What follows belongs to an exercise in optimizing a design on an open flow for small area, a short achievable clock period and few clock cycles per item; a production flow would make more cautious choices. Function was not checked in any run shown here: the RTL went through the layout flow alone. No activity file was given, so power comes from the tool's default toggle rates.

===== flow/run.sh =====
#!/bin/bash
# synth_recipe.tcl (not shown) runs the flow's synth.tcl, then flattens the netlist and writes it again
# the make line also repeats each setting of config.mk as NAME=value (left out here)
make -C /OpenROAD-flow-scripts/flow DESIGN_CONFIG=/design/flow/config.mk WORK_HOME=/design/flow/orfs CLKGATE_MAP_FILE= SYNTH_SCRIPT=/design/flow/synth_recipe.tcl finish

===== flow/config.mk =====
export PLATFORM = sky130hd
export DESIGN_NAME = proc_core_param
export DESIGN_NICKNAME = proc_core_param
export VERILOG_FILES = /design/flow/design.v
export SDC_FILE = /design/flow/constraint.sdc
export NUM_CORES = 4
export LEC_CHECK = 0
export CAP_MARGIN = 20
export CORE_MARGIN = 2
export CORE_UTILIZATION = 50
export SETUP_SLACK_MARGIN = 3.3
export SLEW_MARGIN = 20

===== flow/constraint.sdc =====
create_clock -name core_clock -period 6.0 [get_ports {clk}]
set_input_delay 1.2000 -clock core_clock [delete_from_list [all_inputs] [get_ports {clk}]]
set_output_delay 1.2000 -clock core_clock [all_outputs]
set_load 0.01 [all_outputs]

===== flow/design.v =====
module proc_core_param #(
    parameter int DATA_W = 16,
    parameter int NREG   = 16,
    parameter int PC_W   = 8
) (
    input  logic                    clk,
    input  logic                    rst,
    input  logic                    run,
    output logic [PC_W-1:0]         imem_addr,
    input  logic [DATA_W-1:0]       imem_data,
    input  logic [$clog2(NREG)-1:0] dbg_sel,
    output logic [DATA_W-1:0]       dbg_data,
    output logic                    done,
    output logic                    halted,
    output logic                    zero_flag,
    output logic                    carry_flag,
    output logic                    illegal
);
    localparam int RA_W = $clog2(NREG);
    localparam logic [3:0] OP_NOP  = 4'd0;
    localparam logic [3:0] OP_LDI  = 4'd1;
    localparam logic [3:0] OP_MOV  = 4'd2;
    localparam logic [3:0] OP_ADD  = 4'd3;
    localparam logic [3:0] OP_SUB  = 4'd4;
    localparam logic [3:0] OP_JZ   = 4'd5;
    localparam logic [3:0] OP_HALT = 4'd6;
    logic [PC_W-1:0]              fa;
    logic                         dv;
    logic                         ir_v;
    logic [3:0]                   ir_op;
    logic [RA_W-1:0]              ir_rx;
    logic [DATA_W-1:0]            opa, opb;
    logic [NREG-1:0][DATA_W-1:0]  regs;
    logic [3:0]                   d_op;
    logic [RA_W-1:0]              d_rx, d_ry;
    logic                         two_word, ex, first, d_halt, taken, go, we;
    logic [DATA_W-1:0]            wdata;
    logic [DATA_W:0]              s;
    logic                         sub;
    assign d_op     = imem_data[DATA_W-1 -: 4];
    assign d_rx     = imem_data[DATA_W-5 -: RA_W];
    assign d_ry     = imem_data[DATA_W-5-RA_W -: RA_W];
    assign two_word = (ir_op == OP_LDI) || (ir_op == OP_JZ);
    assign ex       = ir_v && (!two_word || dv);
    assign first    = dv && !(ir_v && two_word);
    assign d_halt   = first && (d_op == OP_HALT);
    assign go       = run && !halted;
    assign we       = ex && (ir_op == OP_LDI || ir_op == OP_MOV || ir_op == OP_ADD || ir_op == OP_SUB);
    assign taken     = ir_v && dv && (ir_op == OP_JZ) && (opa == '0);
    assign imem_addr = taken ? imem_data[PC_W-1:0] : fa;
    logic [DATA_W-1:0] bx, ag, ap, cg, cp;
    assign sub = (ir_op == OP_SUB);
    always_comb begin
        bx = opb ^ {DATA_W{sub}};
        ag = opa & bx;
        ap = opa ^ bx;
        cg = ag;
        cp = ap;
        cg[0] = ag[0] | (ap[0] & sub);
        for (int d = 1; d < DATA_W; d = d * 2)
            for (int i = DATA_W - 1; i >= d; i--) begin
                cg[i] = cg[i] | (cp[i] & cg[i-d]);
                cp[i] = cp[i] & cp[i-d];
            end
    end
    assign s     = {cg[DATA_W-1], ap ^ {cg[DATA_W-2:0], sub}};
    assign wdata = (ir_op == OP_LDI) ? imem_data : (ir_op == OP_MOV) ? opb : s[DATA_W-1:0];
    assign dbg_data = regs[dbg_sel];
    always_ff @(posedge clk or posedge rst) begin
        if (rst) begin
            fa    <= '0;
            dv    <= 1'b0;
            ir_v  <= 1'b0;
            ir_op <= '0;
            ir_rx <= '0;
        end else if (go) begin
            dv <= 1'b1;
            fa <= imem_addr + 1'b1;
            if (first) begin
                ir_v  <= !d_halt;
                ir_op <= d_op;
                ir_rx <= d_rx;
            end else if (ex) begin
                ir_v <= 1'b0;
            end
        end else begin
            dv <= 1'b0;
            fa <= fa - {{(PC_W-1){1'b0}}, dv};
        end
    end
    always_ff @(posedge clk) begin
        if (go && first) begin
            opa <= (we && ir_rx == d_rx) ? wdata : regs[d_rx];
            opb <= (we && ir_rx == d_ry) ? wdata : regs[d_ry];
        end
    end
    always_ff @(posedge clk or posedge rst) begin
        if (rst) begin
            regs       <= '0;
            done       <= 1'b0;
            halted     <= 1'b0;
            zero_flag  <= 1'b0;
            carry_flag <= 1'b0;
            illegal    <= 1'b0;
        end else begin
            done <= go && ex;
            if (go) begin
                if (d_halt) halted <= 1'b1;
                if (we) regs[ir_rx] <= wdata;
                if (ex) begin
                    case (ir_op)
                        OP_NOP, OP_LDI, OP_MOV, OP_JZ: ;
                        OP_ADD, OP_SUB: begin
                            zero_flag  <= (s[DATA_W-1:0] == '0);
                            carry_flag <= s[DATA_W] ^ sub;
                        end
                        default: illegal <= 1'b1;
                    endcase
                end
            end
        end
    end
endmodule

==> metrics.cfg, run 1 <==
[power]
swShare_pct = 39.8
p_per_area_mw_per_mm2 = 495
p_int_mw = 7.87
p_seq_share_pct = 26.1
ir_drop_mv = 0.265
p_clk_share_pct = 18.5
p_leak_nw = 11.0
comb_power_share_pct = 55.3
power_switching_mw = 5.20
finalPower_mw = 13.1

[floorplanning]
core_mm2 = 0.0376
die_h_um = 199
rows = 71
ioPinCount = 52
dieArea_mm2 = 0.0397
die_w_um = 199
start_util_pct = 50.7

[setup_path]
reg2regPathDepth = 16
required_ns = 4.80
path_max_fanout = 8
path_class = in -> out
end_kind = output pin
reg2reg_slack_ns = 2.10
r2r-start = ir_op[1]
worstSetupStartpointType = input port
r2r_end = regs[139]
max_stage_delay_ns = 0.54
worstPathCellList = buf_16, buf_16, buf_12, mux4_2, mux4_2, buf_6
arrival_ns = 2.81
slowest_stage = mux4_2

[logic_synthesis]
syn_nets = 1616
synth_edf_count = 32
synth_cells = 1570
syn_avg_cell_area_um2 = 12.1
ys_seq_elements = 311
synthDistinctLibCells = 63
yosysWarnings = 1
seq_area_frac_synth_pct = 41.7
netlist_area_mm2 = 0.0190
async_reset_ff_share_pct = 89.7
ys.flop_type = dfrtp_1

[clock_tree]
cts.sinks = 311
path_clk_slew_ns = 0.06
clock-root-buffer = clkbuf_16
cts_tree = yes
clock_path_buffers = 3
clk_latency_ns = 0.56
htreeDepth = 2
cts_buffers = 37

[sta]
fin_crit_ns = 4.01
worst_slew_pin_slew_ns = 0.957
timing.slew.headroom_pct = 36.2
fin_crit_sh_pct = 66.8
grt_setup_unrepaired = true
setup_viol = 0
fin_ws_ns = 1.99
hold_viol = 0
tns_ns = 0
slew_viol_final = 0
skew_ns = 0.0265
whs_ns = 0.483
clock.fmax_ghz = 0.250

[detailed_routing]
via_count = 15700
wl_mm = 68.9
routedWlPerCell_um = 29.3
dr.pass1.iters = 8
viasPerCell = 6.66
drcViolationCount = 0
first_iter_violations = 1731
detail-route-antenna-nets = 0

[grt]
antenna_found_initial = 1
grt_pass1_vias = 15200
grt_use_total_pct = 33.8
overflow = 0
grt_start_max_net_pins = 140
grt_pass1_wl_mm = 96.9

[layout]
seqCellArea_mm2 = 0.00795
fillers = 2429
area_growth_pct = 38.6
final_cell_count_no_fill = 2353
multi_input_area_mm2 = 0.0123
drive_gt1_share_pct = 52.2
fin_nets = 1859

[placed_design]
hpwl_mm = 34.0
pre_cts_slack_ns = 1.12
numPortBuffers = 51
gp_congestion = 0.854
place_inst = 2028

[worst_hold_path]
hold_path_end = illegal
hold_class = reg -> reg
min-delay-start = illegal
whs_path_depth = 1

[flow_run]
cap_violations = 0

[status]
status = no timing/DRC/antenna violations

power groups by stage:
stage,sequential [mW],clock (mW),combinational [mW]
after floorplan,3.17,0,3.18
after global placement,3.39,0,3.78
after detailed placement,3.41,0,3.84
after CTS,3.36,2.44,5.87
after global routing,3.49,2.52,7.56
final,3.42,2.42,7.23
cells in the mapped netlist, types with 2 or more instances:
master / number / area, um2
o311ai_1: 2 / 17.5
nor4_1: 5 / 31.3
a21o_1: 6 / 45.0
nor2b_1: 5 / 31.3
o21a_1: 2 / 15.0
nand3_1: 11 / 55.1
mux2_2: 44 / 495
a211oi_1: 2 / 15.0
buf_6: 5 / 56.3
or4_1: 3 / 22.5
or3_1: 3 / 18.8
a21oi_2: 3 / 26.3
or2_2: 4 / 25.0
dfrtp_1: 279 / 6980
nor2_1: 33 / 124
mux2i_1: 13 / 130
a31oi_1: 2 / 12.5
nor3b_1: 3 / 22.5
mux4_2: 240 / 5410
and2_1: 4 / 25.0
nor4b_2: 2 / 30.0
inv_1: 18 / 67.6
nand4_1: 4 / 25.0
nand2b_1: 7 / 43.8
o31ai_1: 26 / 195
nand3b_1: 4 / 30.0
o21ai_1: 30 / 150
o21ai_2: 2 / 17.5
nor3_1: 6 / 30.0
ha_1: 22 / 275
xor2_1: 33 / 289
o31ai_2: 10 / 125
o21bai_1: 2 / 15.0
edfxtp_1: 32 / 961
a21oi_1: 31 / 155
xnor2_1: 19 / 166
o21ai_0: 203 / 1020
a221o_1: 2 / 20.0
a211o_1: 3 / 26.3
o211ai_1: 2 / 15.0
a31o_2: 2 / 17.5
nand2_1: 282 / 1060
clkbuf_1: 100 / 375
buf_2: 17 / 85.1
buf_1: 24 / 90.1
how the worst max path moves through the flow:
stage | startpoint | endpoint | depth (start not counted)
6_report | dbg_sel[0] | dbg_data[13] | 6
5_1_grt | dbg_sel[0] | dbg_data[13] | 6
4_1_cts | dbg_sel[0] | dbg_data[13] | 6
3_5_place_dp | dbg_sel[0] | dbg_data[0] | 5
3_3_place_gp | dbg_sel[0] | dbg_data[0] | 5
2_1_floorplan | rst | carry_flag | 1
timing repair:
item | 4_1_cts | 5_1_grt
gates cloned | 20 | 15
setup buffers | 160 | 62
pin swaps | 44 | 92
gates resized for setup | 377 | 253
setup endpoints to repair | 358 | 319
hold buffers | 0 | 0
registers in the layout (all words and copies together), names as in the netlist, 4 cells and up:
| name | flops |
|---|---|
| opa | 16 |
| fa | 8 |
| regs | 256 |
| opb | 16 |
| ir_op | 4 |
| ir_rx | 4 |
critical path: cells and delay by family:
kind	cells	cell delay, ns
buf+inv	4	0.55
mux	2	1.03
final cells by class:
class                   count  area share [%]
diodes                      1         0.00948
inverters                  18           0.270
flip-flops and latches    311            30.1
clock buffers              50            3.93
well taps                 511            2.42
repair buffers            339            15.6
clock inverters            17           0.948
multi-input cells        1106            46.7
per-stage QoR:
step | cell area (um2) | utilization (%)
2_1_floorplan | 19800 | -
3_5_place_dp | 20100 | 53.5
3_3_place_gp | 20100 | 53.5
5_1_grt | 26400 | 70.2
4_1_cts | 24500 | 65.2
6_report | 26400 | 70.2
cells in the final DEF, fill, tap and decap left out, types with 10 or more instances in the layout:
cell / count
a21oi_1: 13
a21oi_2: 15
buf_12: 44
buf_16: 14
buf_4: 124
buf_6: 110
clkbuf_16: 49
clkdlybuf4s50_1: 15
dfrtp_1: 274
edfxtp_1: 32
ha_1: 13
inv_1: 13
mux2_2: 36
mux4_2: 240
nand2_1: 272
nor2_1: 26
o21ai_0: 38
o21ai_1: 78
o21ai_2: 112
o31ai_2: 14
o31ai_4: 22
xnor2_1: 10
xor2_1: 21
kinds of logic after synthesis:
kind of cell,share of synthesized area [%]
buf+inv,3.54
fa+ha+maj,1.55
simple gates,8.86
compound gates,10.3
xor+xnor,2.39
flops,41.7
mux,31.7
routing by layer:
layer | share of wire, % | routed length [um] | vias to the layer above | global-route usage [%]
li1 | - | - | 6468 | -
met1 | 38 | 26100 | 8044 | 45.4
met2 | 47 | 32300 | 924 | 51.7
met3 | 10 | 7020 | 224 | 9.94
met4 | 5.1 | 3540 | 0 | 14.5
met5 | 0 | 0 | - | 0
==> run 2: changes to the inputs <==
--- a/flow/config.mk
+++ b/flow/config.mk
@@ -8,5 +8,5 @@
 export CAP_MARGIN = 20
 export CORE_MARGIN = 2
 export CORE_UTILIZATION = 50
-export SETUP_SLACK_MARGIN = 3.3
+export SETUP_SLACK_MARGIN = 2.5
 export SLEW_MARGIN = 20
==> run 2 against run 1 <==
- worst setup slack gained 0.044 ns
- utilization shrank 7.5 points
- clock power shrank 9.1%
- register-to-register slack gained 0.35 ns
- critical path depth is the same
- synthesized cell count is the same
- cell count shrank 5.7%
- hold slack lost 0.0053 ns
- routed wire length shrank 12%
- sequential share of layout area grew 3.6 points
- sequential power is essentially flat
- die area is the same
- highest routed layer unchanged
==> metrics.cfg, run 2 <==
[detailed_routing]
detail-route-antenna-nets = 0  ; unchanged
first_iter_violations = 1418  ; -18%
drcViolationCount = 0  ; unchanged
via_count = 14500  ; -7.4%
viasPerCell = 6.53  ; -1.8%
routedWlPerCell_um = 27.2  ; -7.2%
dr.pass1.iters = 5  ; -3
wl_mm = 60.4  ; -12%

[setup_path]
worstSetupStartpointType = input port
path_max_fanout = 7  ; -1
arrival_ns = 2.76  ; -0.05 ns
path_class = in -> out
end_kind = output pin
required_ns = 4.80  ; about the same

[status]
status = no timing/DRC/antenna violations

[logic_synthesis]
synth.area.top_cells = dfrtp_1 37%, mux4_2 28%, nand2_1 5.6%
async_reset_ff_share_pct = 89.7  ; unchanged
ys_seq_elements = 311  ; unchanged
synth.largest_area_cell = dfrtp_1
netlist_area_mm2 = 0.0190  ; unchanged
yosysMostFrequentCell = nand2_1
syn_nets = 1616  ; unchanged
syn_avg_cell_area_um2 = 12.1  ; unchanged
synthDistinctLibCells = 63  ; unchanged
synth_cells = 1570  ; unchanged
synth_common_cells = 282 x nand2_1, 279 x dfrtp_1, 240 x mux4_2
synth_edf_count = 32  ; unchanged
ys.flop_type = dfrtp_1
yosysTopAreaCellShare_pct = 36.7  ; unchanged
seq_area_frac_synth_pct = 41.7  ; unchanged
yosysWarnings = 1  ; unchanged

[clock_tree]
cts_tree = yes
cts_buffers = 38  ; +2.7%
clock-root-buffer = clkbuf_16
clock_path_buffers = 3  ; unchanged
htreeDepth = 2  ; unchanged
path_clk_slew_ns = 0.06  ; about the same
cts.sinks = 311  ; unchanged
holdBufCountCts = 0  ; unchanged
clk_latency_ns = 0.56  ; about the same

[sta]
timing.slew.headroom_pct = 21.1  ; -15 points
hold_viol = 0  ; unchanged
fin_crit_ns = 3.96  ; -0.0442 ns
grt_setup_unrepaired = true
fin_crit_sh_pct = 66.0  ; -0.74 points
tns_ns = 0  ; unchanged
slew_viol_final = 0  ; unchanged
worst_slew_pin_slew_ns = 1.18  ; +0.218 ns
clock.fmax_ghz = 0.252  ; +1.1%
skew_ns = 0.0197  ; -0.00680 ns
setup_viol = 0  ; unchanged

[power]
power_switching_mw = 4.19  ; -19%
p_int_mw = 6.58  ; -16%
p_leak_nw = 9.66  ; -12%
ir_drop_mv = 0.214  ; -19%
p_clk_share_pct = 20.4  ; +1.9 points
comb_power_share_pct = 48.1  ; -7.2 points
swShare_pct = 38.9  ; -0.89 points
p_seq_share_pct = 31.6  ; +5.5 points
p_per_area_mw_per_mm2 = 457  ; -7.8%

[flow_run]
cap_violations = 0  ; unchanged

[worst_hold_path]
hold_class = reg -> reg

[grt]
grt_pass1_wl_mm = 89.1  ; -8.0%
grt_use_total_pct = 30.8  ; -3.0 points
antenna_found_initial = 0  ; -1
grt_start_max_net_pins = 177  ; +26%
overflow = 0  ; unchanged
grt_pass1_vias = 13900  ; -8.7%

[layout]
fin_nets = 1730  ; -6.9%
most-common-layout-cells = 279 x nand2_1, 276 x dfrtp_1, 240 x mux4_2
final_common_cell = nand2_1
largest_reg_flops = 256  ; unchanged
antenna_cells = 0  ; -1
drive_gt1_share_pct = 40.6  ; -12 points
top_regs = regs x256, opa x16, opb x16
max_flop_register = regs
design_area_mm2 = 0.0236  ; -11%
area_growth_pct = 23.9

[placed_design]
placed_cell_area_mm2 = 0.0200  ; -0.39%
hpwl_mm = 34.4  ; +1.1%
numPortBuffers = 51  ; unchanged
gp_congestion = 0.884  ; +3.5%

[floorplanning]
die_h_um = 199  ; unchanged
ioPinCount = 52  ; unchanged
start_util_pct = 50.7  ; unchanged
dieArea_mm2 = 0.0397  ; unchanged
die_w_um = 199  ; unchanged
core_mm2 = 0.0376  ; unchanged
rows = 71  ; unchanged

==> run 2: kinds of logic after synthesis <==
family                   Yosys count  share of synthesized area [%]
multiplexers                     297                           31.7
adder cells (fa/ha/maj)           23                           1.55
XOR/XNOR                          52                           2.39
AO/OA/AOI/OAI                    337                           10.3
flip-flops                       311                           41.7
buffers and inverters            164                           3.54
AND/OR/NAND/NOR                  386                           8.86
==> run 2: critical path: stages <==
cell,delay (ns)
buf_16,0.15
buf_16,0.15
buf_6,0.11
mux4_2,0.48
mux4_2,0.51
buf_6,0.15
==> run 2: stage by stage <==
stage	std cells	hold WS (ns)	setup WS, ns	power [mW]	utilization (%)
2_1_floorplan	1570	0.477	1.11	6.00	-
3_3_place_gp	2036	0.460	1.20	7.01	53.3
3_5_place_dp	2037	0.466	1.17	7.12	53.3
4_1_cts	2170	0.480	2.03	9.99	59.7
5_1_grt	2220	0.492	2.01	11.3	62.8
6_report	2220	0.478	2.04	10.8	62.8
==> run 2: final cells by class <==
class,instances,area (um2)
clock buffer,51,1040
inverter,18,71.3
clock inverter,14,124
tap,511,639
fill,2903,14000
timing repair buffer,218,2500
multi-input combinational,1097,11300
sequential,311,7950
==> run 2: final timing paths <==
check	start	to	slack (ns)	cells past startpoint
max reg2reg	ir_op[1]	regs[171]	2.45	14
min	halted	halted	0.48	1
max	dbg_sel[0]	dbg_data[10]	2.04	6
max in group asynchronous	rst	ir_rx[2]	3.75	3
min reg2reg	halted	halted	0.48	1
min in group asynchronous	rst	regs[2]	0.94	2
==> run 2: power by group through the flow <==
stage	Sequential [mW]	Clock (mW)	Combinational (mW)
after global routing	3.48	2.32	5.54
after detailed placement	3.41	0	3.71
after floorplan	3.17	0	2.83
final	3.40	2.20	5.18
after CTS	3.36	2.23	4.40
after global placement	3.38	0	3.63
==> run 2: repair_timing <==
item	in CTS	in global routing
setup endpoints to repair	284	226
cloned	8	5
setup buffers	60	45
pin swaps	10	72
resized for setup	214	171
==> run 2: metal layers <==
layer	vias up	global-route usage, %	share of wire [%]
li1	6167	-	-
met1	7474	42.9	40
met2	714	47.4	47
met3	148	6.23	8.4
met4	0	13.2	4.3
met5	-	0	0
==> run 3: changes to the inputs <==
--- a/flow/config.mk
+++ b/flow/config.mk
@@ -8,5 +8,4 @@
 export CAP_MARGIN = 20
 export CORE_MARGIN = 2
 export CORE_UTILIZATION = 50
-export SETUP_SLACK_MARGIN = 2.5
 export SLEW_MARGIN = 20
==> run 3 against run 2 <==
- clock-buffer cell count up 2
- combinational power down 28%
- utilization shrank 6.2 points
- total power is 12% lower
- clock power grew 5%
- sequential share of layout area is 3.7 points higher
- fmax down 17%
- highest routed layer unchanged
- flip-flop and latch count unchanged
==> metrics.cfg, run 3 <==
[power]
p_leak_nw = 8.56  ; -11%
comb_power_share_pct = 39.5  ; -8.6 points
ir_drop_mv = 0.250  ; +17%
p_clk_share_pct = 24.5  ; +4.1 points
power_switching_mw = 3.62  ; -14%
swShare_pct = 38.4  ; -0.48 points
p_per_area_mw_per_mm2 = 443  ; -2.9%
p_int_mw = 5.81  ; -12%
finalPower_mw = 9.43  ; -12%
p_seq_share_pct = 36.0  ; +4.4 points

[sta]
worst_slew_pin_slew_ns = 1.03  ; -0.147 ns
skew_ns = 0.0192  ; -0.000503 ns
tns_ns = 0  ; unchanged
fin_crit_sh_pct = 79.1  ; +13 points
fin_crit_ns = 4.75  ; +0.785 ns
setup_viol = 0  ; unchanged
hold_viol = 0  ; unchanged
slew_viol_final = 0  ; unchanged
fin_ws_ns = 1.25  ; -0.785 ns
timing.slew.headroom_pct = 31.2  ; +10 points
grt_setup_unrepaired = false
clock.fmax_ghz = 0.211  ; -17%

[clock_tree]
clk_latency_ns = 0.55  ; about the same
path_clk_slew_ns = 0.06  ; about the same
clock-root-buffer = clkbuf_16
cts_tree = yes
cts_buffers = 37  ; -2.6%
clock_path_buffers = 3  ; unchanged
holdBufCountCts = 0  ; unchanged
cts.sinks = 311  ; unchanged
htreeDepth = 2  ; unchanged
cts_setup_buffers = 0  ; -100%
cts_resized = 0  ; -100%

[grt]
grt_use_total_pct = 29.1  ; -1.7 points
antenna_found_initial = 1  ; +1
grt_pass1_wl_mm = 85.0  ; -4.6%
overflow = 0  ; unchanged
grt_start_max_net_pins = 162  ; -8.5%
grt_pass1_vias = 13700  ; -1.5%

[logic_synthesis]
syn_nets = 1616  ; unchanged
ys_seq_elements = 311  ; unchanged
syn_avg_cell_area_um2 = 12.1  ; unchanged
yosysWarnings = 1  ; unchanged
netlist_area_mm2 = 0.0190  ; unchanged
yosysMostFrequentCell = nand2_1
synth.largest_area_cell = dfrtp_1
synth_cells = 1570  ; unchanged
async_reset_ff_share_pct = 89.7  ; unchanged
seq_area_frac_synth_pct = 41.7  ; unchanged
synth_edf_count = 32  ; unchanged
ys.flop_type = dfrtp_1
synth.area.top_cells = dfrtp_1 37%, mux4_2 28%, nand2_1 5.6%
yosysTopAreaCellShare_pct = 36.7  ; unchanged
synthDistinctLibCells = 63  ; unchanged
synth_common_cells = 282 x nand2_1, 279 x dfrtp_1, 240 x mux4_2

[placed_design]
pre_cts_slack_ns = 1.24  ; +0.0683 ns
placed_cell_area_mm2 = 0.0200  ; about the same
place_inst = 2036  ; -0.049%
numPortBuffers = 51  ; unchanged
gp_congestion = 0.902  ; +2.0%
hpwl_mm = 34.4  ; +0.14%

[detailed_routing]
viasPerCell = 6.43  ; -1.6%
detail-route-antenna-nets = 0  ; unchanged
via_count = 13500  ; -6.8%
wl_mm = 54.3  ; -10%
routedWlPerCell_um = 25.8  ; -5.0%
first_iter_violations = 1257  ; -11%
dr.pass1.iters = 5  ; unchanged
drcViolationCount = 0  ; unchanged

[setup_path]
max_stage_delay_ns = 0.55  ; +0.04 ns
worstSetupStartpointType = input port
arrival_ns = 3.55  ; +0.79 ns
end_kind = output pin
path_max_fanout = 21  ; +14
path_class = in -> out
slowest_stage = mux4_2
required_ns = 4.80  ; about the same
worstPathCellList = buf_4, buf_4, mux4_2, mux4_2, clkdlybuf4s50_1

[layout]
design_area_mm2 = 0.0213  ; -9.8%
most-common-layout-cells = 282 x nand2_1, 279 x dfrtp_1, 240 x mux4_2
largest_reg_flops = 256  ; unchanged
final_common_cell = nand2_1
fillers = 3090  ; +6.4%
top_regs = regs x256, opa x16, opb x16
final_cell_count_no_fill = 2104  ; -5.2%
fin_nets = 1611  ; -6.9%
max_flop_register = regs
drive_gt1_share_pct = 27.2  ; -13 points
multi_input_area_mm2 = 0.0104  ; -7.3%
antenna_cells = 0  ; unchanged
area_growth_pct = 11.7
seqCellArea_mm2 = 0.00794  ; about the same

[floorplanning]
dieArea_mm2 = 0.0397  ; unchanged
start_util_pct = 50.7  ; unchanged
die_h_um = 199  ; unchanged
rows = 71  ; unchanged
ioPinCount = 52  ; unchanged
die_w_um = 199  ; unchanged
core_mm2 = 0.0376  ; unchanged

[status]
status = no timing/DRC/antenna violations

[worst_hold_path]
hold_class = reg -> reg

[flow_run]
cap_violations = 0  ; unchanged

## run 3: cell count changes in the layout (fill, tap and decap cells not counted), sizes merged
cell           delta
clkinv            -1
buf             -136
bufbuf            -2
clkdlybuf4s50    +24
inv               -1
bufinv            +2
or2               -2
## run 3: cell families (layout without fill, tap and decap cells)
| group | Yosys count | count (layout) | share of synthesized area, % |
|---|---|---|---|
| AOI/OAI and AO/OA | 337 | 337 | 10.3 |
| xor gates and xnor gates | 52 | 52 | 2.39 |
| adders and majority gates | 23 | 23 | 1.55 |
| buffers and inverters | 164 | 187 | 3.54 |
| DFF | 311 | 311 | 41.7 |
| muxes | 297 | 297 | 31.7 |
| and+or+nand+nor | 386 | 386 | 8.86 |
## run 3: critical path, delay by kind of cell
family	cells	cell delay [ns]
buffers and inverters	3	1.26
muxes	2	1.06
## run 3: through the flow
stage / util, % / hold slack (ns)
3_3_place_gp: 53.2 / 0.466
3_5_place_dp: 53.3 / 0.462
5_1_grt: 56.6 / 0.481
4_1_cts: 56.5 / 0.478
2_1_floorplan: - / 0.477
6_report: 56.6 / 0.474
## run 3: final cells by class
cell class / count / share of cell area [%]
multi-input cells: 1095 / 49.1
repair buffers: 102 / 4.40
well taps: 511 / 3.01
clock inverters: 14 / 0.718
flip-flops and latches: 311 / 37.3
clock buffers: 53 / 5.08
inverters: 18 / 0.335
## run 3: path summary, 6_finish.rpt
kind,start,end,slack [ns],depth (start not counted)
max in group asynchronous,rst,regs[15],3.96,3
hold / removal,illegal,illegal,0.47,1
hold reg to reg,illegal,illegal,0.47,1
min in group asynchronous,rst,regs[209],0.90,2
setup / recovery,dbg_sel[0],dbg_data[11],1.25,5
setup reg to reg,ir_op[2],opa[13],1.73,13
## run 3: per-layer routing
metal  GRT usage, %  routed length, um  share of wire (%)
met1           41.3              22900                 42
met2           46.2              26000                 48
met3           4.47               3690                6.8
met4           9.98               1720                3.2
met5              0                  0                  0
## run 3: power groups by stage
stage	Clock [mW]	Sequential (mW)	Combinational, mW
4_1_cts	2.33	3.37	3.72
5_1_grt	2.42	3.48	4.10
3_3_place_gp	0	3.38	3.63
6_report	2.31	3.39	3.73
3_5_place_dp	0	3.41	3.70
2_1_floorplan	0	3.17	2.77
==> run 4: changes to the inputs <==
--- a/flow/config.mk
+++ b/flow/config.mk
@@ -8,4 +8,5 @@
 export CAP_MARGIN = 20
 export CORE_MARGIN = 2
 export CORE_UTILIZATION = 50
+export SETUP_SLACK_MARGIN = 2.0
 export SLEW_MARGIN = 20
==> run 4 against run 3 <==
- combinational power is 7.0% higher
- fmax rose by 19%
- global-route usage grew 0.70 points
- flip-flop and latch count is the same
- synthesized cell count is the same
- largest cell class unchanged
- highest routed layer unchanged
==> metrics.cfg, run 4 <==
[grt]
grt_start_max_net_pins = 124  ; -23%
antenna_found_initial = 0  ; -1
grt_use_total_pct = 29.8  ; +0.70 points
overflow = 0  ; unchanged
grt_pass1_wl_mm = 86.9  ; +2.2%
grt_pass1_vias = 13900  ; +1.2%

[floorplanning]
rows = 71  ; unchanged
start_util_pct = 50.7  ; unchanged
core_mm2 = 0.0376  ; unchanged
die_h_um = 199  ; unchanged
dieArea_mm2 = 0.0397  ; unchanged
die_w_um = 199  ; unchanged
ioPinCount = 52  ; unchanged

[logic_synthesis]
yosysTopAreaCellShare_pct = 36.7  ; unchanged
yosysMostFrequentCell = nand2_1
synth.area.top_cells = dfrtp_1 37%, mux4_2 28%, nand2_1 5.6%
syn_avg_cell_area_um2 = 12.1  ; unchanged
syn_nets = 1616  ; unchanged
yosysWarnings = 1  ; unchanged
synth_common_cells = 282 x nand2_1, 279 x dfrtp_1, 240 x mux4_2
synthDistinctLibCells = 63  ; unchanged
ys_seq_elements = 311  ; unchanged
async_reset_ff_share_pct = 89.7  ; unchanged
synth_cells = 1570  ; unchanged
synth_edf_count = 32  ; unchanged
ys.flop_type = dfrtp_1
netlist_area_mm2 = 0.0190  ; unchanged
synth.largest_area_cell = dfrtp_1
seq_area_frac_synth_pct = 41.7  ; unchanged

[placed_design]
gp_congestion = 0.892  ; -1.1%
place_inst = 2033  ; -0.15%
numPortBuffers = 51  ; unchanged
hpwl_mm = 33.1  ; -3.9%

[power]
p_clk_share_pct = 23.9  ; -0.6 points
swShare_pct = 38.2  ; -0.22 points
ir_drop_mv = 0.235  ; -6.0%
p_leak_nw = 9.08  ; +6.0%
p_per_area_mw_per_mm2 = 439  ; -1.0%
p_int_mw = 6.01  ; +3.4%
comb_power_share_pct = 41.1  ; +1.6 points
p_seq_share_pct = 35.0  ; -1.0 points
power_switching_mw = 3.71  ; +2.5%

[setup_path]
worstSetupStartpointType = input port
cpLargestDelayFamily = multiplexers
arrival_ns = 2.78  ; -0.77 ns
slowest_stage = mux4_2
end_kind = output pin
max_stage_delay_ns = 0.52  ; -0.03 ns
cp_num_buf_inv = 3  ; unchanged
path_max_fanout = 5  ; -76%
worstPathCellList = buf_16, buf_4, mux4_2, mux4_2, dlygate4sd2_1
path_class = in -> out
required_ns = 4.80  ; about the same
crit_top_cell = mux4_2

[worst_hold_path]
hold_class = reg -> reg

[sta]
fin_crit_ns = 3.98  ; -0.770 ns
grt_setup_unrepaired = false
slew_viol_final = 0  ; unchanged
setup_viol = 0  ; unchanged
worst_slew_pin_slew_ns = 1.06  ; +0.0274 ns
fin_crit_sh_pct = 66.3  ; -13 points
tns_ns = 0  ; unchanged
timing.slew.headroom_pct = 29.6  ; -1.5 points
skew_ns = 0.0235  ; +0.00422 ns
clock.fmax_ghz = 0.251  ; +19%
hold_viol = 0  ; unchanged

[layout]
drive_gt1_share_pct = 31.7  ; +4.5 points
fin_nets = 1662  ; +3.2%
final_common_cell = nand2_1
top_regs = regs x256, opa x16, opb x16
largest_reg_flops = 256  ; unchanged
antenna_cells = 0  ; unchanged
most-common-layout-cells = 282 x nand2_1, 276 x dfrtp_1, 240 x mux4_2
final_cell_count_no_fill = 2153  ; +2.3%
max_flop_register = regs
area_growth_pct = 16.3

[detailed_routing]
viasPerCell = 6.46  ; +0.56%
first_iter_violations = 1170  ; -6.9%
detail-route-antenna-nets = 0  ; unchanged
drcViolationCount = 0  ; unchanged
wl_mm = 56.8  ; +4.5%
via_count = 13900  ; +2.9%
dr.pass1.iters = 6  ; +1
routedWlPerCell_um = 26.4  ; +2.1%

[clock_tree]
holdBufCountCts = 0  ; unchanged
path_clk_slew_ns = 0.06  ; about the same
htreeDepth = 2  ; unchanged
cts.sinks = 311  ; unchanged
clk_latency_ns = 0.54  ; about the same
clock_path_buffers = 3  ; unchanged
cts_buffers = 36  ; -2.7%
cts_tree = yes
clock-root-buffer = clkbuf_16

[status]
status = no timing/DRC/antenna violations

[flow_run]
cap_violations = 0  ; unchanged

-- run 4: cells by family (layout without fill, tap and decap cells) --
family                     Yosys count  after routing  synth area share [%]
xor gates and xnor gates            52             52                  2.39
and+or+nand+nor                    386            386                  8.86
AOI/OAI and AO/OA                  337            337                  10.3
DFF                                311            311                  41.7
buffers and inverters              164            236                  3.54
adders and majority gates           23             23                  1.55
muxes                              297            297                  31.7
-- run 4: stage by stage --
stage	worst slack, ns	power, mW	util [%]	hold WS, ns	area, um2
3_5_place_dp	1.15	7.08	53.2	0.462	20000
3_3_place_gp	1.18	6.99	53.2	0.461	20000
6_report	2.02	9.72	58.9	0.478	22100
4_1_cts	1.89	9.51	58.1	0.479	21800
2_1_floorplan	1.11	5.94	-	0.477	19100
5_1_grt	1.98	10.3	58.9	0.514	22100
-- run 4: worst paths after layout --
kind	from	endpoint	slack, ns	cells past startpoint
min in group asynchronous	rst	regs[196]	1.22	2
min	illegal	illegal	0.48	1
min reg2reg	illegal	illegal	0.48	1
max	dbg_sel[0]	dbg_data[12]	2.02	5
max reg2reg	ir_op[0]	opb[11]	2.09	13
max in group asynchronous	rst	regs[42]	3.61	3
-- run 4: timing repair --
item                                    in CTS  in global routing
pin swaps                                    1                  6
buffers inserted                            27                 21
gates cloned                                 6                  2
endpoints found under the setup margin     131                 86
gates resized for setup                     86                 26
-- run 4: layer usage --
layer  up-vias  track usage [%]  routed length (um)
li1       6013                -                   -
met1      7128             41.5               23000
met2       631             46.6               26800
met3       139             5.55                4780
met4         0             12.0                2230
met5         -                0                   0
-- run 4: area by class of cell --
| class | count | area (um2) |
|---|---|---|
| fill | 2993 | 15400 |
| clock buffer | 44 | 992 |
| tap | 511 | 639 |
| clock inverter | 20 | 241 |
| multi-input combinational | 1095 | 10600 |
| timing repair buffer | 154 | 1690 |
| inverter | 18 | 71.3 |
| sequential | 311 | 7950 |
-- run 4: power by group through the flow --
| stage | logic (mW) | registers (mW) | clock network, mW |
|---|---|---|---|
| floorplan | 2.77 | 3.17 | 0 |
| global placement | 3.62 | 3.37 | 0 |
| detailed placement | 3.68 | 3.40 | 0 |
| CTS | 3.79 | 3.37 | 2.35 |
| global route | 4.35 | 3.49 | 2.44 |
| finish | 3.99 | 3.41 | 2.32 |
==> run 5: changes to the inputs <==
--- a/flow/config.mk
+++ b/flow/config.mk
@@ -8,5 +8,6 @@
 export CAP_MARGIN = 20
 export CORE_MARGIN = 2
 export CORE_UTILIZATION = 50
+export CTS_BUF_LIST = sky130_fd_sc_hd__clkbuf_4 sky130_fd_sc_hd__clkbuf_8
 export SETUP_SLACK_MARGIN = 2.0
 export SLEW_MARGIN = 20
==> run 5 against run 4 <==
- still clean on timing, DRC and antenna
- critical path depth rose by 2
- synthesized cell count is the same
- fmax fell by 0.27%
- synthesized area unchanged
- non-clock buffer count up 8
- clock power down 3%
- die area stayed put
- sequential share of layout area is 0.13 points lower
- hold slack lost 0.0017 ns
- largest cell class unchanged
- first-iteration DRC count rose by 7.4%
==> metrics.cfg, run 5 <==
[sta]
fin_crit_ns = 3.99  ; +0.0107 ns
whs_ns = 0.476  ; -0.00166 ns
setup_viol = 0  ; unchanged
fin_ws_ns = 2.01  ; -0.0107 ns
grt_setup_unrepaired = true
skew_ns = 0.0317  ; +0.00826 ns
hold_viol = 0  ; unchanged
fin_crit_sh_pct = 66.5  ; +0.18 points
worst_slew_pin_slew_ns = 1.06  ; +0.00921 ns
clock.fmax_ghz = 0.251  ; -0.27%
tns_ns = 0  ; unchanged
slew_viol_final = 0  ; unchanged
timing.slew.headroom_pct = 29.0  ; -0.61 points

[floorplanning]
core_mm2 = 0.0376  ; unchanged
rows = 71  ; unchanged
start_util_pct = 50.7  ; unchanged
die_h_um = 199  ; unchanged
die_w_um = 199  ; unchanged
ioPinCount = 52  ; unchanged
dieArea_mm2 = 0.0397  ; unchanged

[detailed_routing]
wl_mm = 56.6  ; -0.24%
drcViolationCount = 0  ; unchanged
first_iter_violations = 1256  ; +7.4%
detail-route-antenna-nets = 0  ; unchanged
dr.pass1.iters = 5  ; -1
routedWlPerCell_um = 25.7  ; -2.4%
viasPerCell = 6.39  ; -1.1%
via_count = 14100  ; +1.1%

[placed_design]
gp_congestion = 0.892  ; unchanged
place_inst = 2033  ; unchanged
numPortBuffers = 51  ; unchanged
placed_cell_area_mm2 = 0.0200  ; unchanged
pre_cts_slack_ns = 1.15  ; unchanged
hpwl_mm = 33.1  ; unchanged

[logic_synthesis]
seq_area_frac_synth_pct = 41.7  ; unchanged
yosysMostFrequentCell = nand2_1
syn_nets = 1616  ; unchanged
synth.largest_area_cell = dfrtp_1
yosysTopAreaCellShare_pct = 36.7  ; unchanged
synthDistinctLibCells = 63  ; unchanged
synth_common_cells = 282 x nand2_1, 279 x dfrtp_1, 240 x mux4_2
ys_seq_elements = 311  ; unchanged
netlist_area_mm2 = 0.0190  ; unchanged
synth.area.top_cells = dfrtp_1 37%, mux4_2 28%, nand2_1 5.6%
synth_edf_count = 32  ; unchanged
synth_cells = 1570  ; unchanged
yosysWarnings = 1  ; unchanged
async_reset_ff_share_pct = 89.7  ; unchanged
ys.flop_type = dfrtp_1
syn_avg_cell_area_um2 = 12.1  ; unchanged

[worst_hold_path]
whs_path_depth = 1  ; unchanged
min-delay-start = illegal
hold_path_end = illegal
hold_class = reg -> reg

[grt]
grt_use_total_pct = 29.7  ; -0.033 points
grt_pass1_wl_mm = 86.7  ; -0.21%
grt_pass1_vias = 14000  ; +0.92%
overflow = 0  ; unchanged
antenna_found_initial = 1  ; +1
grt_start_max_net_pins = 124  ; unchanged

[setup_path]
reg2reg_slack_ns = 2.24  ; +0.15 ns
path_max_fanout = 8  ; +3
path_class = reg -> out
r2r-start = ir_op[0]
arrival_ns = 2.79  ; about the same
r2r_end = opb[11]
end_kind = output pin
reg2regPathDepth = 13  ; unchanged
required_ns = 4.80  ; about the same
worstSetupStartpointType = flip-flop

[layout]
most-common-layout-cells = 282 x nand2_1, 275 x dfrtp_1, 240 x mux4_2
fin_nets = 1690  ; +1.7%
fillers = 3018  ; +0.84%
area_growth_pct = 16.8
utilization_pct = 59.2  ; +0.23 points
design_area_mm2 = 0.0222  ; +0.39%
drive_gt1_share_pct = 33.8  ; +2.1 points
largest_reg_flops = 256  ; unchanged
final_common_cell = nand2_1
max_flop_register = regs
top_regs = regs x256, opa x16, opb x16
final_cell_count_no_fill = 2200  ; +2.2%

[clock_tree]
cts_buffers = 56  ; +56%
clock-root-buffer = clkbuf_8
cts_tree = yes
cts.sinks = 311  ; unchanged
htreeDepth = 2  ; unchanged
holdBufCountCts = 0  ; unchanged
clk_latency_ns = 0.65  ; +0.11 ns
path_clk_slew_ns = 0.06  ; about the same
clock_path_buffers = 3  ; unchanged

[power]
finalPower_mw = 9.63  ; -0.97%
p_leak_nw = 9.19  ; +1.2%
p_clk_share_pct = 23.4  ; -0.5 points
power_switching_mw = 3.69  ; -0.62%
comb_power_share_pct = 41.3  ; +0.2 points
swShare_pct = 38.3  ; +0.14 points
p_seq_share_pct = 35.3  ; +0.3 points
p_per_area_mw_per_mm2 = 433  ; -1.4%
p_int_mw = 5.94  ; -1.2%
ir_drop_mv = 0.211  ; -11%

[status]
status = no timing/DRC/antenna violations

[flow_run]
cap_violations = 0  ; unchanged

[run 5: cell type report]
cell class | instances | area [um2] | share of cell area [%]
flip-flops and latches | 311 | 7950 | 35.7
diodes | 1 | 2.50 | 0.0113
clock buffers | 95 | 1190 | 5.35
repair buffers | 162 | 1750 | 7.86
multi-input cells | 1095 | 10500 | 47.4
inverters | 18 | 71.3 | 0.321
clock inverters | 7 | 88.8 | 0.400
well taps | 511 | 639 | 2.88
[run 5: how the worst max path moves through the flow]
| stage | start | to |
|---|---|---|
| 2_1_floorplan | rst | carry_flag |
| 3_3_place_gp | dbg_sel[0] | dbg_data[6] |
| 3_5_place_dp | dbg_sel[0] | dbg_data[6] |
| 4_1_cts | dbg_sel[0] | dbg_data[6] |
| 5_1_grt | opa[8] | imem_addr[0] |
| 6_report | opa[8] | imem_addr[6] |
[run 5: layer usage]
metal / vias to the layer above / share of wire [%] / GRT usage (%)
met2: 644 / 48 / 46.9
met3: 140 / 8.1 / 5.20
li1: 6099 / - / -
met1: 7178 / 40 / 41.1
met4: 2 / 3.9 / 12.7
met5: - / 0.032 / 0
[run 5: timing repair]
item | in CTS | in global routing
endpoints found under the setup margin | 129 | 87
buffers inserted | 34 | 22
gates resized for setup | 94 | 19
gates cloned | 6 | 2
pin swaps | 5 | 2
[run 5: cell families (layout without fill, tap and decap cells)]
family	Yosys count	in the layout	synth area share [%]
AO/OA/AOI/OAI	337	337	10.3
XOR/XNOR	52	52	2.39
adder cells (fa/ha/maj)	23	23	1.55
buffers and inverters	164	282	3.54
flip-flops	311	311	41.7
multiplexers	297	297	31.7
other	0	1	0
AND/OR/NAND/NOR	386	386	8.86
[run 5: power by group through the flow]
stage	clock [mW]	sequential [mW]	combinational [mW]
CTS	2.28	3.37	3.82
floorplan	0	3.17	2.77
detailed placement	0	3.40	3.68
global route	2.37	3.49	4.34
finish	2.25	3.40	3.98
global placement	0	3.37	3.62
[run 5: worst max-delay path, cell delays in order, from the launching register on]
cell	delay, ns
edfxtp_1	0.43
nor4_4	0.36
nand3_2	0.15
nor3_4	0.18
buf_12	0.17
mux2i_2	0.26
inv_1	0.10
clkdlybuf4s50_1	0.49
==> run 6: changes to the inputs <==
--- a/flow/config.mk
+++ b/flow/config.mk
@@ -8,6 +8,5 @@
 export CAP_MARGIN = 20
 export CORE_MARGIN = 2
 export CORE_UTILIZATION = 50
-export CTS_BUF_LIST = sky130_fd_sc_hd__clkbuf_4 sky130_fd_sc_hd__clkbuf_8
-export SETUP_SLACK_MARGIN = 2.0
+export SETUP_SLACK_MARGIN = 1.5
 export SLEW_MARGIN = 20
==> run 6 against run 5 <==
- clock power grew 3%
- clock-buffer cell count shrank 42
- highest routed layer is now met4
- clock skew shrank 0.011 ns
- critical endpoint is now dbg_data[12]
- register-to-register slack lost 0.49 ns
==> metrics.cfg, run 6 <==
[status]
status = no timing/DRC/antenna violations

[placed_design]
hpwl_mm = 34.4  ; +4.1%
pre_cts_slack_ns = 1.24  ; +0.0923 ns
numPortBuffers = 51  ; unchanged
placed_cell_area_mm2 = 0.0200  ; about the same
gp_congestion = 0.902  ; +1.1%

[power]
power_switching_mw = 3.62  ; -1.8%
swShare_pct = 38.4  ; +0.060 points
p_leak_nw = 8.60  ; -6.5%
p_int_mw = 5.81  ; -2.0%
comb_power_share_pct = 39.6  ; -1.7 points
p_clk_share_pct = 24.4  ; +1.0 points
p_per_area_mw_per_mm2 = 442  ; +2.1%
p_seq_share_pct = 36.0  ; +0.7 points
ir_drop_mv = 0.254  ; +20%

[floorplanning]
ioPinCount = 52  ; unchanged
die_h_um = 199  ; unchanged
start_util_pct = 50.7  ; unchanged
core_mm2 = 0.0376  ; unchanged
die_w_um = 199  ; unchanged
dieArea_mm2 = 0.0397  ; unchanged
rows = 71  ; unchanged

[logic_synthesis]
yosysTopAreaCellShare_pct = 36.7  ; unchanged
synth.area.top_cells = dfrtp_1 37%, mux4_2 28%, nand2_1 5.6%
async_reset_ff_share_pct = 89.7  ; unchanged
synth_common_cells = 282 x nand2_1, 279 x dfrtp_1, 240 x mux4_2
syn_nets = 1616  ; unchanged
yosysWarnings = 1  ; unchanged
synth.largest_area_cell = dfrtp_1
ys_seq_elements = 311  ; unchanged
ys.flop_type = dfrtp_1
syn_avg_cell_area_um2 = 12.1  ; unchanged
netlist_area_mm2 = 0.0190  ; unchanged
seq_area_frac_synth_pct = 41.7  ; unchanged
synth_cells = 1570  ; unchanged
synthDistinctLibCells = 63  ; unchanged
synth_edf_count = 32  ; unchanged
yosysMostFrequentCell = nand2_1

[setup_path]
end_kind = output pin
required_ns = 4.80  ; about the same
r2r-start = ir_op[2]
reg2reg_slack_ns = 1.75  ; -0.49 ns
arrival_ns = 3.22  ; +0.43 ns
r2r_end = opa[7]
reg2regPathDepth = 13  ; unchanged
worstSetupStartpoint = dbg_sel[0]
worstSetupStartpointType = input port
path_max_fanout = 22  ; +14
crit_end = dbg_data[12]
path_class = in -> out

[grt]
overflow = 0  ; unchanged
antenna_found_initial = 1  ; unchanged
grt_use_total_pct = 29.1  ; -0.67 points
grt_pass1_wl_mm = 85.0  ; -1.9%
grt_pass1_vias = 13700  ; -2.1%
grt_start_max_net_pins = 162  ; +31%

[layout]
area_growth_pct = 12.1
most-common-layout-cells = 282 x nand2_1, 279 x dfrtp_1, 240 x mux4_2
drive_gt1_share_pct = 27.3  ; -6.5 points
top_regs = regs x256, opa x16, opb x16
antenna_cells = 0  ; -1
max_flop_register = regs
final_common_cell = nand2_1
fin_nets = 1612  ; -4.6%
largest_reg_flops = 256  ; unchanged
design_area_mm2 = 0.0213  ; -4.0%

[clock_tree]
cts_setup_buffers = 0  ; -100%
htreeDepth = 2  ; unchanged
path_clk_slew_ns = 0.06  ; about the same
cts_buffers = 37  ; -34%
cts_tree = yes
clock-root-buffer = clkbuf_16
clock_path_buffers = 3  ; unchanged
clk_latency_ns = 0.55  ; -0.10 ns
cts.sinks = 311  ; unchanged

[sta]
timing.slew.headroom_pct = 31.5  ; +2.4 points
clock.fmax_ghz = 0.226  ; -9.8%
grt_setup_unrepaired = false
tns_ns = 0  ; unchanged
fin_ws_ns = 1.58  ; -0.432 ns
hold_viol = 0  ; unchanged
fin_crit_ns = 4.42  ; +0.432 ns
fin_crit_sh_pct = 73.7  ; +7.2 points
whs_ns = 0.474  ; -0.00245 ns
setup_viol = 0  ; unchanged
skew_ns = 0.0209  ; -0.0108 ns
worst_slew_pin_slew_ns = 1.02  ; -0.0409 ns
slew_viol_final = 0  ; unchanged

[detailed_routing]
detail-route-antenna-nets = 0  ; unchanged
routedWlPerCell_um = 25.9  ; +0.51%
via_count = 13600  ; -3.5%
wl_mm = 54.5  ; -3.8%
viasPerCell = 6.44  ; +0.82%
drcViolationCount = 0  ; unchanged
first_iter_violations = 1324  ; +5.4%
dr.pass1.iters = 7  ; +2

[worst_hold_path]
hold_class = reg -> reg

[flow_run]
cap_violations = 0  ; unchanged

==> run 6: cell type report <==
cell class              count  area, um2
clock buffers              53       1080
inverters                  18       71.3
well taps                 511        639
clock inverters            14        153
repair buffers            103       1010
multi-input cells        1095      10400
flip-flops and latches    311       7940
fillers                  3082      16200
==> run 6: per-layer routing <==
metal | up-vias | track usage [%] | wire (um)
met5 | - | 0 | 0
li1 | 5919 | - | -
met3 | 113 | 4.47 | 3740
met1 | 6998 | 41.3 | 22800
met4 | 0 | 9.98 | 1830
met2 | 536 | 46.2 | 26100
==> run 6: per-stage QoR <==
step	instances	util [%]	total power, mW
6_report	2105	56.8	9.44
5_1_grt	2105	56.8	10.0
4_1_cts	2103	56.6	9.43
3_5_place_dp	2036	53.3	7.10
3_3_place_gp	2036	53.2	7.02
2_1_floorplan	1570	-	5.94
==> run 6: kinds of logic (layout without fill, tap and decap cells) <==
logic type      count (synthesis)  in the layout  share of synthesized area [%]
simple gates                  386            386                           8.86
compound gates                337            337                           10.3
flops                         311            311                           41.7
mux                           297            297                           31.7
buf+inv                       164            188                           3.54
xor+xnor                       52             52                           2.39
fa+ha+maj                      23             23                           1.55
==> run 6: worst max-delay path: stages <==
cell	delay, ns
buf_12	0.20
buf_16	0.22
mux4_2	0.52
mux4_2	0.52
clkdlybuf4s50_1	0.51
==> run 6: worst min-delay path by stage <==
| stage | startpoint | end | slack, ns | depth (start not counted) |
|---|---|---|---|---|
| floorplan | regs[109] | regs[109] | 0.48 | 2 |
| global placement | illegal | illegal | 0.47 | 1 |
| detailed placement | illegal | illegal | 0.46 | 1 |
| CTS | illegal | illegal | 0.48 | 1 |
| global route | illegal | illegal | 0.48 | 1 |
| finish | illegal | illegal | 0.47 | 1 |
==> run 6: power by group through the flow <==
stage	Combinational [mW]	Sequential [mW]	Clock (mW)
2_1_floorplan	2.77	3.17	0
3_3_place_gp	3.63	3.38	0
3_5_place_dp	3.70	3.41	0
4_1_cts	3.72	3.37	2.33
5_1_grt	4.11	3.48	2.42
6_report	3.74	3.39	2.31
==> run 6: what timing repair did <==
action                                  CTS  global route
cloned                                    0             1
hold buffers                              0             0
endpoints found under the setup margin   14            20
resized for setup                         8             4
pin swaps                                 0             1
==> run 7: changes to the inputs <==
--- a/flow/design.v
+++ b/flow/design.v
@@ -65,7 +65,14 @@
     end
     assign s     = {cg[DATA_W-1], ap ^ {cg[DATA_W-2:0], sub}};
     assign wdata = (ir_op == OP_LDI) ? imem_data : (ir_op == OP_MOV) ? opb : s[DATA_W-1:0];
-    assign dbg_data = regs[dbg_sel];
+    logic [NREG-1:0]  dbg_oh, a_oh, b_oh;
+    logic [DATA_W-1:0] rd_a, rd_b;
+    assign dbg_oh = {{(NREG-1){1'b0}}, 1'b1} << dbg_sel;
+    assign a_oh   = {{(NREG-1){1'b0}}, 1'b1} << d_rx;
+    assign b_oh   = {{(NREG-1){1'b0}}, 1'b1} << d_ry;
+    proc_core_param_rdmux #(.N(NREG), .W(DATA_W)) u_rd_dbg (.oh(dbg_oh), .r(regs), .q(dbg_data));
+    proc_core_param_rdmux #(.N(NREG), .W(DATA_W)) u_rd_a   (.oh(a_oh),   .r(regs), .q(rd_a));
+    proc_core_param_rdmux #(.N(NREG), .W(DATA_W)) u_rd_b   (.oh(b_oh),   .r(regs), .q(rd_b));
     always_ff @(posedge clk or posedge rst) begin
         if (rst) begin
             fa    <= '0;
@@ -90,8 +97,8 @@
     end
     always_ff @(posedge clk) begin
         if (go && first) begin
-            opa <= (we && ir_rx == d_rx) ? wdata : regs[d_rx];
-            opb <= (we && ir_rx == d_ry) ? wdata : regs[d_ry];
+            opa <= (we && ir_rx == d_rx) ? wdata : rd_a;
+            opb <= (we && ir_rx == d_ry) ? wdata : rd_b;
         end
     end
     always_ff @(posedge clk or posedge rst) begin
@@ -121,3 +128,16 @@
         end
     end
 endmodule
+module proc_core_param_rdmux #(
+    parameter int N = 16,
+    parameter int W = 16
+) (
+    input  logic [N-1:0]   oh,
+    input  logic [N*W-1:0] r,
+    output logic [W-1:0]   q
+);
+    always_comb begin
+        q = '0;
+        for (int i = 0; i < N; i++) q = q | (r[i*W +: W] & {W{oh[i]}});
+    end
+endmodule
--- a/flow/config.mk
+++ b/flow/config.mk
@@ -8,5 +8,7 @@
 export CAP_MARGIN = 20
 export CORE_MARGIN = 2
 export CORE_UTILIZATION = 50
-export SETUP_SLACK_MARGIN = 1.5
+export SETUP_SLACK_MARGIN = 2.0
 export SLEW_MARGIN = 20
+export SYNTH_HIERARCHICAL = 1
+export SYNTH_MINIMUM_KEEP_SIZE = 0
==> run 7 against run 6 <==
- utilization up 1.0 points
- synthesized cell count grew 7.0%
- still clean
- cell area grew 1.5%
- sequential power decreased by 37%
- non-clock buffer count rose by 23
- hold slack is essentially flat
==> metrics.cfg, run 7 <==
[logic_synthesis]
netlist_area_mm2 = 0.0189  ; -0.64%
seq_area_frac_synth_pct = 42.0  ; +0.27 points
synth_common_cells = 279 x dfrtp_1, 267 x mux2_2, 204 x a22o_1
yosysMostFrequentCell = dfrtp_1
synth.largest_area_cell = dfrtp_1
syn_avg_cell_area_um2 = 11.3  ; -7.1%
async_reset_ff_share_pct = 89.7  ; unchanged
synth_cells = 1680  ; +7.0%
syn_nets = 1726  ; +6.8%
ys.flop_type = dfrtp_1
yosysWarnings = 8  ; +7
synth.area.top_cells = dfrtp_1 37%, mux2_2 16%, a22o_1 9.4%
synth_edf_count = 32  ; unchanged
ys_seq_elements = 311  ; unchanged
synthDistinctLibCells = 74  ; +17%
yosysTopAreaCellShare_pct = 36.9  ; +0.24 points

[status]
status = no timing/DRC/antenna violations

[placed_design]
hpwl_mm = 44.0  ; +28%
place_inst = 2125  ; +4.4%
gp_congestion = 0.948  ; +5.1%
pre_cts_slack_ns = 0.909  ; -0.331 ns
numPortBuffers = 51  ; unchanged

[sta]
fin_crit_sh_pct = 68.1  ; -5.6 points
timing.slew.headroom_pct = 14.9  ; -17 points
hold_viol = 0  ; unchanged
worst_slew_pin_slew_ns = 1.27  ; +0.251 ns
clock.fmax_ghz = 0.245  ; +8.2%
whs_ns = 0.474  ; +0.000269 ns
fin_crit_ns = 4.09  ; -0.334 ns
setup_viol = 0  ; unchanged
skew_ns = 0.0330  ; +0.0122 ns
slew_viol_final = 0  ; unchanged
tns_ns = 0  ; unchanged
grt_setup_unrepaired = true
fin_ws_ns = 1.91  ; +0.334 ns

[grt]
grt_pass1_vias = 15100  ; +10%
grt_pass1_wl_mm = 101  ; +19%
overflow = 0  ; unchanged
antenna_found_initial = 6  ; +5
grt_use_total_pct = 35.0  ; +6.0 points
grt_start_max_net_pins = 135  ; -17%

[detailed_routing]
viasPerCell = 7.22  ; +12%
drcViolationCount = 0  ; unchanged
dr.pass1.iters = 8  ; +1
first_iter_violations = 1944  ; +47%
routedWlPerCell_um = 31.1  ; +20%
detail-route-antenna-nets = 0  ; unchanged
wl_mm = 69.0  ; +27%
via_count = 16000  ; +18%

[layout]
final_cell_count_no_fill = 2216  ; +5.3%
drive_gt1_share_pct = 31.8  ; +4.5 points
largest_reg_flops = 256  ; unchanged
fin_nets = 1724  ; +6.9%
max_flop_register = regs
antenna_cells = 0  ; unchanged
final_common_cell = dfrtp_1
area_growth_pct = 14.6
top_regs = regs x256, opa x16, opb x16
most-common-layout-cells = 276 x dfrtp_1, 267 x mux2_2, 204 x a22o_1

[floorplanning]
start_util_pct = 50.5  ; -0.20 points
ioPinCount = 52  ; unchanged
die_h_um = 199  ; -0.31%
rows = 71  ; unchanged
core_mm2 = 0.0375  ; -0.24%
dieArea_mm2 = 0.0394  ; -0.63%
die_w_um = 199  ; -0.31%

[clock_tree]
path_clk_slew_ns = 0.06  ; about the same
clock-root-buffer = clkbuf_16
cts.sinks = 311  ; unchanged
htreeDepth = 2  ; unchanged
cts_tree = yes
holdBufCountCts = 0  ; unchanged
clk_latency_ns = 0.57  ; +0.02 ns
cts_buffers = 38  ; +2.7%
clock_path_buffers = 3  ; unchanged

[setup_path]
path_class = in -> reg
required_ns = 6.29  ; +1.49 ns
reg2regPathDepth = 12  ; -1
reg2reg_slack_ns = 2.17  ; +0.42 ns
worstSetupStartpointType = input port
end_kind = flip-flop
arrival_ns = 4.38  ; +1.16 ns
path_max_fanout = 16  ; -27%

[power]
p_per_area_mw_per_mm2 = 215  ; -51%
ir_drop_mv = 0.182  ; -28%
p_leak_nw = 9.69  ; +13%
finalPower_mw = 4.65  ; -51%

[flow_run]
cap_violations = 0  ; unchanged

[worst_hold_path]
hold_class = reg -> reg
whs_path_depth = 1  ; unchanged

[run 7: path summary, 6_finish.rpt]
check | from | endpoint
setup / recovery | imem_data[11] | opa[4]
hold / removal | illegal | illegal
setup reg to reg | ir_op[2] | opa[14]
hold reg to reg | illegal | illegal
max in group asynchronous | rst | regs[45]
min in group asynchronous | rst | regs[112]
[run 7: worst max-delay path, stage by stage]
cell	delay, ns
clkdlybuf4s50_1	0.83
nand2_1	0.48
nor2_1	0.08
buf_4	0.22
a22o_1	0.22
a221oi_1	0.49
nand4_1	0.42
mux2_2	0.42
[run 7: routing by layer]
metal / share of wire [%] / up-vias / GRT usage, %
li1: - / 6685 / -
met1: 40 / 8037 / 46.6
met2: 44 / 1043 / 52.3
met3: 12 / 229 / 11.6
met4: 4.4 / 6 / 15.0
met5: 0.058 / - / 0
[run 7: timing repair]
action,4_1_cts,5_1_grt
hold endpoints to repair,0,0
pin swaps,11,14
cloned,0,0
setup buffers,7,17
setup endpoints to repair,149,174
resized for setup,104,46
[run 7: logic make-up (layout without fill, tap and decap cells)]
kind of cell,count (synthesis),in the layout,synth area share (%)
muxes,271,271,16.1
AOI/OAI and AO/OA,520,520,23.3
and+or+nand+nor,328,328,9.05
DFF,311,311,42.0
adders and majority gates,23,23,1.56
xor gates and xnor gates,44,44,2.04
buffers and inverters,183,208,5.97
[run 7: per-stage QoR]
stage | instance area, um2 | util, %
2_1_floorplan | 18900 | -
3_3_place_gp | 19700 | 52.5
3_5_place_dp | 19700 | 52.6
4_1_cts | 21300 | 56.7
5_1_grt | 21700 | 57.8
6_report | 21700 | 57.8
[run 7: report_power, final]
group / total (mW) / leakage (nW) / internal (mW) / switching, mW
Sequential: 2.12 / 4.21 / 2.12 / 0
Clock: 2.28 / 0.592 / 1.33 / 0.948
Combinational: 0.248 / 4.89 / 0.0538 / 0.194
Total: 4.65 / 9.69 / 3.51 / 1.14
[run 7: cell type report]
cell class,instances,area (um2)
Fill cell,3205,15800
Multi-Input combinational cell,1186,10600
Sequential cell,311,7950
Timing Repair Buffer,126,1210
Clock buffer,53,1070
Tap cell,511,639
Clock inverter,14,128
Inverter,15,60.1
==> run 8: changes to the inputs <==
--- a/flow/design.v
+++ b/flow/design.v
@@ -101,9 +101,20 @@
             opb <= (we && ir_rx == d_ry) ? wdata : rd_b;
         end
     end
+    logic [NREG-1:0]              nwrow;
+    logic [NREG-1:0][DATA_W-1:0]  regs_d;
+    logic [DATA_W-1:0]            wdata_n;
+    assign nwrow   = ~((go && we) ? ({{(NREG-1){1'b0}}, 1'b1} << ir_rx) : '0);
+    assign wdata_n = ~wdata;
+    always_comb
+        for (int i = 0; i < NREG; i++)
+            regs_d[i] = ~((wdata_n | {DATA_W{nwrow[i]}}) & ~(regs[i] & {DATA_W{nwrow[i]}}));
+    always_ff @(posedge clk or posedge rst) begin
+        if (rst) regs <= '0;
+        else     regs <= regs_d;
+    end
     always_ff @(posedge clk or posedge rst) begin
         if (rst) begin
-            regs       <= '0;
             done       <= 1'b0;
             halted     <= 1'b0;
             zero_flag  <= 1'b0;
@@ -113,7 +124,6 @@
             done <= go && ex;
             if (go) begin
                 if (d_halt) halted <= 1'b1;
-                if (we) regs[ir_rx] <= wdata;
                 if (ex) begin
                     case (ir_op)
                         OP_NOP, OP_LDI, OP_MOV, OP_JZ: ;
==> run 8 against run 7 <==
- still clean on timing, DRC and antenna
- register-to-register slack got worse by 0.09 ns
- flip-flop and latch count did not move
- synthesized area fell by 1.2%
- clock power barely moved
- clock-buffer cell count fell by 4
- critical path type is now reg -> out
- largest cell class unchanged
==> metrics.cfg, run 8 <==
[sta]
tns_ns = 0  ; unchanged
timing.slew.headroom_pct = 18.3  ; +3.3 points
grt_setup_unrepaired = true
slew_viol_final = 0  ; unchanged
fin_crit_ns = 4.02  ; -0.0668 ns
setup_viol = 0  ; unchanged
hold_viol = 0  ; unchanged
worst_slew_pin_slew_ns = 1.22  ; -0.0528 ns
clock.fmax_ghz = 0.249  ; +1.7%
skew_ns = 0.0308  ; -0.00225 ns
fin_crit_sh_pct = 67.0  ; -1.1 points

[detailed_routing]
viasPerCell = 7.30  ; +1.1%
drcViolationCount = 0  ; unchanged
detail-route-antenna-nets = 0  ; unchanged
via_count = 16600  ; +3.4%
wl_mm = 72.9  ; +5.7%
first_iter_violations = 2200  ; +13%
dr.pass1.iters = 6  ; -2
routedWlPerCell_um = 32.1  ; +3.2%

[logic_synthesis]
synth_common_cells = 279 x dfrtp_1, 194 x a22o_1, 189 x a221oi_1
syn_avg_cell_area_um2 = 10.5  ; -7.1%
ys.flop_type = dfrtp_1
synth.largest_area_cell = dfrtp_1
ys_seq_elements = 311  ; unchanged
yosysMostFrequentCell = dfrtp_1
synth.area.top_cells = dfrtp_1 37%, mux2_2 11%, a22o_1 9.1%
netlist_area_mm2 = 0.0187  ; -1.2%
yosysTopAreaCellShare_pct = 37.4  ; +0.46 points
async_reset_ff_share_pct = 89.7  ; unchanged
yosysWarnings = 8  ; unchanged
synth_edf_count = 32  ; unchanged
seq_area_frac_synth_pct = 42.5  ; +0.52 points
synth_cells = 1786  ; +6.3%
syn_nets = 1829  ; +6.0%
synthDistinctLibCells = 78  ; +5.4%

[worst_hold_path]
whs_path_depth = 1  ; unchanged
min-delay-start = illegal
hold_class = reg -> reg
hold_path_end = illegal

[placed_design]
gp_congestion = 0.931  ; -1.8%
hpwl_mm = 45.2  ; +2.6%
numPortBuffers = 51  ; unchanged

[setup_path]
end_kind = output pin
path_max_fanout = 6  ; -10
r2r-start = ir_op[1]
arrival_ns = 2.82  ; -1.56 ns
slowest_stage = or4_4
reg2reg_slack_ns = 2.08  ; -0.09 ns
worstSetupStartpointType = flip-flop
reg2regPathDepth = 10  ; -2
r2r_end = opa[8]
required_ns = 4.80  ; -1.49 ns
max_stage_delay_ns = 0.59  ; -0.24 ns
worstPathCellList = or4_4, or3_4, nor2_4, mux2_2, dlygate4sd2_1
path_class = reg -> out

[grt]
grt_pass1_wl_mm = 106  ; +4.2%
grt_pass1_vias = 15700  ; +3.6%
grt_start_max_net_pins = 168  ; +24%
antenna_found_initial = 2  ; -4
grt_use_total_pct = 37.3  ; +2.2 points
overflow = 0  ; unchanged

[layout]
utilization_pct = 57.7  ; -0.15 points
most-common-layout-cells = 275 x dfrtp_1, 194 x a22o_1, 182 x mux2_2
antenna_cells = 0  ; unchanged
fin_nets = 1815  ; +5.3%
area_growth_pct = 13.2
drive_gt1_share_pct = 25.1  ; -6.7 points
final_common_cell = dfrtp_1

[floorplanning]
rows = 70  ; -1.4%
die_h_um = 197  ; -0.60%
core_mm2 = 0.0367  ; -2.1%
die_w_um = 197  ; -0.60%
start_util_pct = 50.9  ; +0.45 points
ioPinCount = 52  ; unchanged
dieArea_mm2 = 0.0389  ; -1.2%

[flow_run]
cap_violations = 0  ; unchanged

[clock_tree]
htreeDepth = 2  ; unchanged
clk_latency_ns = 0.57  ; about the same
cts_buffers = 37  ; -2.6%
cts_tree = yes
path_clk_slew_ns = 0.06  ; about the same
clock_path_buffers = 3  ; unchanged
clock-root-buffer = clkbuf_16
cts.sinks = 311  ; unchanged

[power]
ir_drop_mv = 0.257  ; +41%
p_leak_nw = 8.95  ; -7.6%
p_per_area_mw_per_mm2 = 429  ; +100%
finalPower_mw = 9.08  ; +95%

[status]
status = no timing/DRC/antenna violations

==> run 8: cell type report <==
class	count	area, um2
Fill cell	3199	15500
Multi-Input combinational cell	1270	10200
Sequential cell	311	7950
Timing Repair Buffer	129	1170
Clock buffer	49	1050
Tap cell	468	586
Clock inverter	18	164
Inverter	23	90.1
==> run 8: power breakdown <==
part | switching [mW] | total, mW | internal [mW] | leakage [nW]
clock | 0.966 | 2.30 | 1.33 | 0.597
combinational | 2.07 | 3.38 | 1.30 | 4.34
sequential | 0.723 | 3.41 | 2.69 | 4.02
total | 3.76 | 9.08 | 5.32 | 8.95
==> run 8: how the worst max path moves through the flow <==
stage | from | endpoint | slack [ns]
6_report | opa[15] | imem_addr[6] | 1.98
5_1_grt | opa[15] | imem_addr[7] | 1.95
4_1_cts | dbg_sel[3] | dbg_data[12] | 1.90
3_5_place_dp | dbg_sel[3] | dbg_data[12] | 0.84
3_3_place_gp | dbg_sel[3] | dbg_data[12] | 0.87
2_1_floorplan | rst | async pin | 1.11
==> run 8: per-layer routing <==
metal  global-route usage, %  share of wire (%)  wire, um
met2                    54.0                 42     30500
met5                       0                  0         0
met1                    50.7                 40     29200
met3                    11.8                 13      9360
met4                    17.5                5.2      3770
==> run 8: critical path, delay by kind of cell, from the launching register on <==
kind / cells / cell delay (ns)
and+or+nand+nor: 3 / 1.16
DFF: 1 / 0.43
muxes: 1 / 0.38
buffers and inverters: 1 / 0.30
==> run 8: cell families after synthesis <==
group,count (synthesis),synth area share (%)
DFF,311,42.5
buffers and inverters,207,6.51
adders and majority gates,20,1.38
muxes,185,11.1
and+or+nand+nor,412,10.6
xor gates and xnor gates,48,2.25
AOI/OAI and AO/OA,603,25.7
==> run 8: what timing repair did <==
item | CTS | global route
endpoints found under the setup margin | 105 | 70
gates cloned | 2 | 0
hold buffers | 0 | 0
buffers inserted | 7 | 11
resized for setup | 111 | 43
pin swaps | 9 | 13
==> run 8: metrics by stage <==
step                      cells  area (um2)  worst slack [ns]  hold slack (ns)
after floorplan            1786       18700              1.11            0.489
after global placement     2179       19400             0.870            0.456
after detailed placement   2180       19400             0.836            0.464
after CTS                  2256       21000              1.90            0.479
after global routing       2268       21200              1.95            0.485
final                      2268       21200              1.98            0.476

[what the ideal ports hide]
The results above use ideal ports. As a check the final layouts listed here were re-extracted and re-timed, cells and wires unchanged. Step 1 sets driving cells, clkbuf_16 on the clock port and buf_2 on the other inputs (assumed; they add their load-dependent delay and slew). Step 2, shift: input delay + t, output delay - t, t = (earliest + latest rising clock arrival at the registers) / 2. This alone moves slack from input paths to output paths. Slacks: ideal ports / drivers / drivers and shift; pairs: ideal ports / drivers.
| run | t (ns) | slack for setup (ns) |
|---|---|---|
| run 1 | 0.601 | 1.993 / 1.849 / 1.849 |
| run 2 | 0.600 | 2.037 / 1.780 / 1.780 |
| run 3 | 0.597 | 1.253 / 1.228 / 1.228 |
| run 4 | 0.582 | 2.023 / 1.808 / 1.733 |
| run 5 | 0.686 | 2.012 / 1.834 / 1.551 |
| run 6 | 0.597 | 1.580 / 1.518 / 1.349 |
| run 7 | 0.609 | 1.914 / 1.905 / 1.334 |
| run 8 | 0.611 | 1.981 / 1.925 / 1.419 |
After both steps setup and hold are still met in every run listed.
